This design comes from an exercise in tuning for small area on the open sky130 flow, not from production work. At most, simulation tests tie the RTL to the original design; equivalence was not proved. Power figures rest on the tool's default switching activity, not on a simulated workload.

## job 1668
==> flow/design.v (excerpt) <==
module exe_top #(
    parameter int XLEN = exe_pkg::XLEN_DEF
) (
    input  wire                  clk_i,
    input  wire                  rst_i,
    input  wire                  in_valid_i,
    output logic                 in_ready_o,
    input  wire [31:0]           inst_i,
    input  wire [XLEN-1:0]       inst_addr_i,
    input  wire [XLEN-1:0]       op1_i,
    input  wire [XLEN-1:0]       op2_i,
    input  wire [4:0]            reg_waddr_i,
    input  wire                  reg_we_i,
    output logic                 out_valid_o,
    input  wire                  out_ready_i,
    output logic                 reg_we_o,
    output logic [4:0]           reg_waddr_o,
    output logic [XLEN-1:0]      reg_wdata_o,
    output logic                 mem_we_o,
    output logic [XLEN-1:0]      mem_addr_o,
    output logic [XLEN-1:0]      mem_wdata_o,
    output logic [3:0]           mem_op_o,
    output logic                 jump_en_o,
    output logic [XLEN-1:0]      jump_addr_o
);
Size in the first run: roughly 1,700 cells after synthesis, about 280 I/O pins, about 11,000 sq um of cells after synthesis.
export LEC_CHECK = 0
export ABC_AREA = 1
export CAP_MARGIN = 20
export CORE_MARGIN = 2
export CORE_UTILIZATION = 55
export GPL_TIMING_DRIVEN = 0
export SETUP_SLACK_MARGIN = 0.1
export SLEW_MARGIN = 20
create_clock -name core_clock -period 5.0 [get_ports {clk_i}]
standard.sh (not shown) runs the stock make flow with config.mk's settings and CLKGATE_MAP_FILE= SYNTH_SCRIPT=/design/flow/synth_recipe.tcl, a recipe that flattens the netlist after the stock synthesis.
==> flow/flow/run.sh <==
#!/bin/bash
# Standard ORFS layout (the standard.sh) with these changes:
#  - synthesis buffers are removed before global placement (as the
#    timing-driven mode does);
#  - the port buffers are made from the smallest buffer cell;
#  - clock tree synthesis uses small clock buffers and no dummy loads.
# Tool output goes to standard.log and ORFS's per-step logs under orfs/logs.
here=$(pwd)
export BUFFER_PORTS_ARGS="-buffer_cell sky130_fd_sc_hd__buf_1"
export PRE_GLOBAL_PLACE_TCL="$here/flow/pre_gpl.tcl"
export CTS_ARGS="-sink_clustering_enable -repair_clock_nets -dont_use_dummy_load -buf_list sky130_fd_sc_hd__clkbuf_8 -root_buf sky130_fd_sc_hd__clkbuf_8 -sink_clustering_size 10"
bash standard.sh > standard.log 2>&1
==> flow/flow/pre_gpl.tcl <==
# drop synthesis buffers; repair_design re-buffers where slew or load needs it
if { !$::env(GPL_TIMING_DRIVEN) } {
  remove_buffers
}
Job 1668 ran to completion and came out clean on the timing, DRC and antenna checks.
Modified inputs, job 9234 compared to job 1668
Settings: changing CORE_UTILIZATION from 55 to 45.
diff --git a/flow/flow/run.sh b/flow/flow/run.sh
--- a/flow/flow/run.sh
+++ b/flow/flow/run.sh
@@ -4,5 +4,7 @@
 #    timing-driven mode does);
 #  - the port buffers are made from the smallest buffer cell;
-#  - clock tree synthesis uses small clock buffers and no dummy loads.
+#  - clock tree synthesis uses small clock buffers and no dummy loads;
+#  - after global routing, gates on paths with spare slack are downsized
+#    (ORFS's power recovery step).
 # Tool output goes to standard.log and ORFS's per-step logs under orfs/logs.
 here=$(pwd)
@@ -10,3 +12,4 @@
 export PRE_GLOBAL_PLACE_TCL="$here/flow/pre_gpl.tcl"
 export CTS_ARGS="-sink_clustering_enable -repair_clock_nets -dont_use_dummy_load -buf_list sky130_fd_sc_hd__clkbuf_8 -root_buf sky130_fd_sc_hd__clkbuf_8 -sink_clustering_size 10"
+export RECOVER_POWER=100
 bash standard.sh > standard.log 2>&1
- Job 9234 vs. job 1668: critical path depth went up 1, leakage power fell by about 0.9%, clock power picked up an extra about 5%.
- Job 9234 finished every stage; the final checks, however, were not passed, the failures being capacitance limit, slew limit.
Setup changes, job 9234 to job 3660
==> flow/flow/run.sh <==
#!/bin/bash
# Standard ORFS layout (the standard.sh) with these changes:
#  - synthesis buffers are removed before global placement (as the
#    timing-driven mode does);
#  - the port buffers are made from the smallest buffer cell;
#  - clock tree synthesis uses small clock buffers and no dummy loads.
# Tool output goes to standard.log and ORFS's per-step logs under orfs/logs.
here=$(pwd)
export BUFFER_PORTS_ARGS="-buffer_cell sky130_fd_sc_hd__buf_1"
export PRE_GLOBAL_PLACE_TCL="$here/flow/pre_gpl.tcl"
export CTS_ARGS="-sink_clustering_enable -repair_clock_nets -dont_use_dummy_load -buf_list sky130_fd_sc_hd__clkbuf_8 -root_buf sky130_fd_sc_hd__clkbuf_8 -sink_clustering_size 10"
bash standard.sh > standard.log 2>&1
Findings:
- Job 3660 went all the way through synthesis, placement and routing and the layout is clean on timing, DRC and antenna.
- Job 3660 -> job 9234: post-synthesis adder-cell area fraction delta 0, exact match
- | area added between synthesis and finish | higher: job 3660 |
- Looking at job 3660 and job 9234, the sequential share of layout area is a wash.
- ~same non-clock buffer count in job 3660 and job 9234
- Diff job 9234 -> job 3660: final area increased by 0.82% relative to the old numbers; least setup slack across all paths after layout increased by 0.031 ns relative to the old numbers.
The inputs of job 9483 differ from those of job 3660 as listed below.
Settings: swapping 20 for 5 in SLEW_MARGIN; swapping 20 for 5 in CAP_MARGIN.
diff --git a/flow/flow/run.sh b/flow/flow/run.sh
--- a/flow/flow/run.sh
+++ b/flow/flow/run.sh
@@ -4,5 +4,7 @@
 #    timing-driven mode does);
 #  - the port buffers are made from the smallest buffer cell;
-#  - clock tree synthesis uses small clock buffers and no dummy loads.
+#  - clock tree synthesis uses small clock buffers and no dummy loads;
+#  - after global routing, gates on paths with spare slack are downsized
+#    (ORFS's power recovery step).
 # Tool output goes to standard.log and ORFS's per-step logs under orfs/logs.
 here=$(pwd)
@@ -10,3 +12,4 @@
 export PRE_GLOBAL_PLACE_TCL="$here/flow/pre_gpl.tcl"
 export CTS_ARGS="-sink_clustering_enable -repair_clock_nets -dont_use_dummy_load -buf_list sky130_fd_sc_hd__clkbuf_8 -root_buf sky130_fd_sc_hd__clkbuf_8 -sink_clustering_size 10"
+export RECOVER_POWER=100
 bash standard.sh > standard.log 2>&1
In job 9483 the implementation ran to completion but is not tape-out ready, as the final checks report capacitance limit, slew limit.
Job 9483 ends up with higher final worst-path cycle share than job 3660 does.
Job 9483 vs. job 3660: amount of wire on met3 after detailed routing went up by about 6%.
Reported for job 9483 and job 3660, area after synthesis turned out identical to the last digit.
Of job 9483 and job 3660, the run reporting the lower final critical-path required period was job 3660.
Number of cells on the critical path for job 9483 is higher than for job 3660.
Summary of job 9483 over job 3660: post-detailed-route via-to-cell ratio lost 0.44%, non-filler instance count after layout barely changed.
Relative to job 3660, the number of cells traversed by the worst register-to-register path of job 9483 is lower by 2.
Fmax: job 9483 lower than job 3660
Overall power after layout delta (job 3660 -> job 9483): insignificant
No functional check of the RTL was part of any run of this note.

* * *

Another version of the RTL of exe_top (not shown whole).
Size: about 78 flip-flops, roughly 280 I/O pins.
Settings: LEC_CHECK=0, ABC_AREA=1, CAP_MARGIN=20, CORE_MARGIN=2, CORE_UTILIZATION=45, GPL_TIMING_DRIVEN=0, SETUP_SLACK_MARGIN=0.05, SLEW_MARGIN=20; clock period 5.0 ns.
==> flow/flow/run.sh <==
#!/bin/bash
# ORFS layout built on the standard.sh, with these changes:
#  - synthesis is the standard flow's synthesis script unchanged except that ABC maps the
#    logic with flow/abc_map.script (delay-targeted mapping with area
#    recovery, delay target in ps in the script). Registers are mapped before
#    ABC runs, so they are the standard synthesis's registers;
#  - synthesis buffers are removed before global placement (as the
#    timing-driven mode does);
#  - the port buffers are made from the smallest buffer cell;
#  - clock tree synthesis uses small clock buffers and no dummy loads.
# Tool output goes to synth.log, standard.log and ORFS's per-step logs.
set -e
here=$(pwd)
{ head -n 1 synth_recipe.tcl
  echo "proc abc {args} { set i [lsearch -exact \$args -script]; if {\$i >= 0} { lset args [expr {\$i+1}] $here/flow/abc_map.script }; yosys abc {*}\$args }"
  tail -n +2 synth_recipe.tcl; } > flow_synth.tcl
mk=$(grep '^make -C' standard.sh | sed "s|SYNTH_SCRIPT=[^ ]*|SYNTH_SCRIPT=$here/flow_synth.tcl|; s|\"\${@:-finish}\"|synth|")
eval "$mk" > synth.log 2>&1
export BUFFER_PORTS_ARGS="-buffer_cell sky130_fd_sc_hd__buf_1"
export PRE_GLOBAL_PLACE_TCL="$here/flow/pre_gpl.tcl"
export CTS_ARGS="-sink_clustering_enable -repair_clock_nets -dont_use_dummy_load -buf_list sky130_fd_sc_hd__clkbuf_4 -root_buf sky130_fd_sc_hd__clkbuf_8 -sink_clustering_size 8"
bash standard.sh > standard.log 2>&1
==> flow/flow/abc_map.script <==
strash
&get -n
&st
&dch
&nf -R 1000
&put
strash
dch
map -B 0.9 -D 1500
topo
stime -c
buffer -c
upsize -c -D 1500
dnsize -c -D 1500
Scripts as last shown in full above: flow/flow/pre_gpl.tcl
==> next run, changes <==
--- a/flow/flow/run.sh
+++ b/flow/flow/run.sh
@@ -3,5 +3,5 @@
 #  - synthesis is the standard flow's synthesis script unchanged except that ABC maps the
 #    logic with flow/abc_map.script (delay-targeted mapping with area
-#    recovery, delay target in ps in the script). Registers are mapped before
+#    recovery; {D} is ABC_CLOCK_PERIOD_IN_PS). Registers are mapped before
 #    ABC runs, so they are the standard synthesis's registers;
 #  - synthesis buffers are removed before global placement (as the
@@ -19,4 +19,4 @@
 export BUFFER_PORTS_ARGS="-buffer_cell sky130_fd_sc_hd__buf_1"
 export PRE_GLOBAL_PLACE_TCL="$here/flow/pre_gpl.tcl"
-export CTS_ARGS="-sink_clustering_enable -repair_clock_nets -dont_use_dummy_load -buf_list sky130_fd_sc_hd__clkbuf_4 -root_buf sky130_fd_sc_hd__clkbuf_8 -sink_clustering_size 8"
+export CTS_ARGS="-sink_clustering_enable -repair_clock_nets -dont_use_dummy_load -buf_list sky130_fd_sc_hd__clkbuf_8 -root_buf sky130_fd_sc_hd__clkbuf_8 -sink_clustering_size 10"
 bash standard.sh > standard.log 2>&1
==> flow/flow/abc_map.script (replaced) <==
strash
dch
map -B 0.9 -D {D}
topo
stime -c
buffer -c
upsize -c -D {D}
dnsize -c -D {D}
--- a/flow/config.mk
+++ b/flow/config.mk
@@ -7,8 +7,9 @@
 export LEC_CHECK = 0
 export ABC_AREA = 1
+export ABC_CLOCK_PERIOD_IN_PS = 1500
 export CAP_MARGIN = 20
 export CORE_MARGIN = 2
 export CORE_UTILIZATION = 45
 export GPL_TIMING_DRIVEN = 0
-export SETUP_SLACK_MARGIN = 0.05
+export SETUP_SLACK_MARGIN = 0.1
 export SLEW_MARGIN = 20
Result: This time the run stopped in synthesis (1_2_yosys).
==> next run, changes <==
--- a/flow/flow/run.sh
+++ b/flow/flow/run.sh
@@ -3,5 +3,5 @@
 #  - synthesis is the standard flow's synthesis script unchanged except that ABC maps the
 #    logic with flow/abc_map.script (delay-targeted mapping with area
-#    recovery; {D} is ABC_CLOCK_PERIOD_IN_PS). Registers are mapped before
+#    recovery, delay target in ps in the script). Registers are mapped before
 #    ABC runs, so they are the standard synthesis's registers;
 #  - synthesis buffers are removed before global placement (as the
@@ -19,4 +19,4 @@
 export BUFFER_PORTS_ARGS="-buffer_cell sky130_fd_sc_hd__buf_1"
 export PRE_GLOBAL_PLACE_TCL="$here/flow/pre_gpl.tcl"
-export CTS_ARGS="-sink_clustering_enable -repair_clock_nets -dont_use_dummy_load -buf_list sky130_fd_sc_hd__clkbuf_8 -root_buf sky130_fd_sc_hd__clkbuf_8 -sink_clustering_size 10"
+export CTS_ARGS="-sink_clustering_enable -repair_clock_nets -dont_use_dummy_load -buf_list sky130_fd_sc_hd__clkbuf_4 -root_buf sky130_fd_sc_hd__clkbuf_8 -sink_clustering_size 8"
 bash standard.sh > standard.log 2>&1
==> flow/flow/abc_map.script (replaced) <==
strash
dch -x
map -B 0.9 -D 1500
topo
stime -c
buffer -c
upsize -c -D 1500
dnsize -c -D 1500
--- a/flow/config.mk
+++ b/flow/config.mk
@@ -7,9 +7,8 @@
 export LEC_CHECK = 0
 export ABC_AREA = 1
-export ABC_CLOCK_PERIOD_IN_PS = 1500
 export CAP_MARGIN = 20
 export CORE_MARGIN = 2
 export CORE_UTILIZATION = 45
 export GPL_TIMING_DRIVEN = 0
-export SETUP_SLACK_MARGIN = 0.1
+export SETUP_SLACK_MARGIN = 0.05
 export SLEW_MARGIN = 20
Outcome:
- With this change the flow finished clean
==> next run, changes <==
==> flow/flow/abc_map.script (replaced) <==
strash
dch
map -B 0.9 -D 1800
topo
stime -c
buffer -c
upsize -c -D 1800
dnsize -c -D 1800
=>
- The changed run completed with no timing, DRC or antenna violations
- maximum frequency climbs by 0.66%
- worst setup slack gets better by 0.032 ns
- critical path depth drops by 1
- final area climbs by 0.48%
- power drops by 1.5%
- count of clock-buffer cells in the layout does not change
- die area barely changes
- sequential power drops by about 0.5%
==> next run, changes <==
--- a/flow/flow/run.sh
+++ b/flow/flow/run.sh
@@ -19,4 +19,4 @@
 export BUFFER_PORTS_ARGS="-buffer_cell sky130_fd_sc_hd__buf_1"
 export PRE_GLOBAL_PLACE_TCL="$here/flow/pre_gpl.tcl"
-export CTS_ARGS="-sink_clustering_enable -repair_clock_nets -dont_use_dummy_load -buf_list sky130_fd_sc_hd__clkbuf_4 -root_buf sky130_fd_sc_hd__clkbuf_8 -sink_clustering_size 8"
+export CTS_ARGS="-sink_clustering_enable -repair_clock_nets -dont_use_dummy_load -buf_list sky130_fd_sc_hd__clkbuf_8 -root_buf sky130_fd_sc_hd__clkbuf_8 -sink_clustering_size 10"
 bash standard.sh > standard.log 2>&1
==> flow/flow/abc_map.script (replaced) <==
strash
dch
map -B 0.9 -D 1500
topo
stime -c
buffer -c
upsize -c -D 1500
dnsize -c -D 1500
--- a/flow/config.mk
+++ b/flow/config.mk
@@ -11,4 +11,4 @@
 export CORE_UTILIZATION = 45
 export GPL_TIMING_DRIVEN = 0
-export SETUP_SLACK_MARGIN = 0.05
+export SETUP_SLACK_MARGIN = 0.1
 export SLEW_MARGIN = 20
What happened: Synthesized cell count is unchanged. Die area barely changes. Utilization increases by 0.25 points. Routed wire length climbs by 0.81%. Count of clock-buffer cells in the layout stays the same. Final area came out higher by 0.77%. Worst setup slack improved by 0.043 ns. Combinational power is about the same.
==> next run, changes <==
--- a/flow/flow/run.sh
+++ b/flow/flow/run.sh
@@ -8,5 +8,6 @@
 #    timing-driven mode does);
 #  - the port buffers are made from the smallest buffer cell;
-#  - clock tree synthesis uses small clock buffers and no dummy loads.
+#  - clock tree synthesis uses small clock buffers and no dummy loads;
+#  - timing is repaired once, after global routing, not also after CTS.
 # Tool output goes to synth.log, standard.log and ORFS's per-step logs.
 set -e
@@ -19,4 +20,5 @@
 export BUFFER_PORTS_ARGS="-buffer_cell sky130_fd_sc_hd__buf_1"
 export PRE_GLOBAL_PLACE_TCL="$here/flow/pre_gpl.tcl"
-export CTS_ARGS="-sink_clustering_enable -repair_clock_nets -dont_use_dummy_load -buf_list sky130_fd_sc_hd__clkbuf_8 -root_buf sky130_fd_sc_hd__clkbuf_8 -sink_clustering_size 10"
+export CTS_ARGS="-sink_clustering_enable -repair_clock_nets -dont_use_dummy_load -buf_list sky130_fd_sc_hd__clkbuf_4 -root_buf sky130_fd_sc_hd__clkbuf_8 -sink_clustering_size 8"
+export SKIP_CTS_REPAIR_TIMING=1
 bash standard.sh > standard.log 2>&1
==> flow/flow/abc_map.script (replaced) <==
strash
dch -x
map -B 0.9 -D 1500
topo
stime -c
buffer -c
upsize -c -D 1500
dnsize -c -D 1500
--- a/flow/config.mk
+++ b/flow/config.mk
@@ -11,4 +11,4 @@
 export CORE_UTILIZATION = 45
 export GPL_TIMING_DRIVEN = 0
-export SETUP_SLACK_MARGIN = 0.1
+export SETUP_SLACK_MARGIN = 0.05
 export SLEW_MARGIN = 20
The new run produced a clean layout.
Non-clock buffer count went down by 1.
Global-route usage came out higher by 0.35 points.
Setup slack gets worse by 0.049 ns.
Sequential share of layout area hardly moves.
Critical path depth went down by 2.
Combinational power goes up by a few percent.

==> port drivers added, routing unchanged <==
In the flow no input, the clock included, has a driving cell. The finished layouts below were timed again as built, in two steps.
Step 1 assumes that a clkbuf_16 drives the clock port and a buf_2 every other input.
Step 2 times the ports against the registers' clock, not the clock port: input delays grow and output delays shrink by t, the midpoint of the rising clock arrivals with the driver on.
Slacks: ideal ports / drivers / drivers and shift; pairs: ideal ports / drivers.
run	t (ns)	slack for setup (ns)	worst register clock-pin slew, ns
job 1668	0.416	0.182 / 0.194 / -0.223	0.10 / 0.10
job 9234	0.418	0.210 / 0.230 / -0.188	0.10 / 0.10
job 3660	0.415	0.241 / 0.261 / -0.154	0.10 / 0.10
job 9483	0.406	0.196 / 0.215 / -0.191	0.10 / 0.10
the first run of note 2	0.429	0.153 / 0.139 / -0.290	0.10 / 0.10
the third run of note 2	0.423	0.160 / 0.178 / -0.245	0.10 / 0.10
the fourth run of note 2	0.423	0.192 / 0.219 / -0.204	0.11 / 0.11
the fifth run of note 2	0.433	0.235 / 0.261 / -0.172	0.11 / 0.11
the sixth run of note 2	0.428	0.185 / 0.206 / -0.222	0.10 / 0.10
The setup slack of the first run of note 2, which loses most, moves by -0.014 ns with the drivers and by -0.443 ns with both steps.
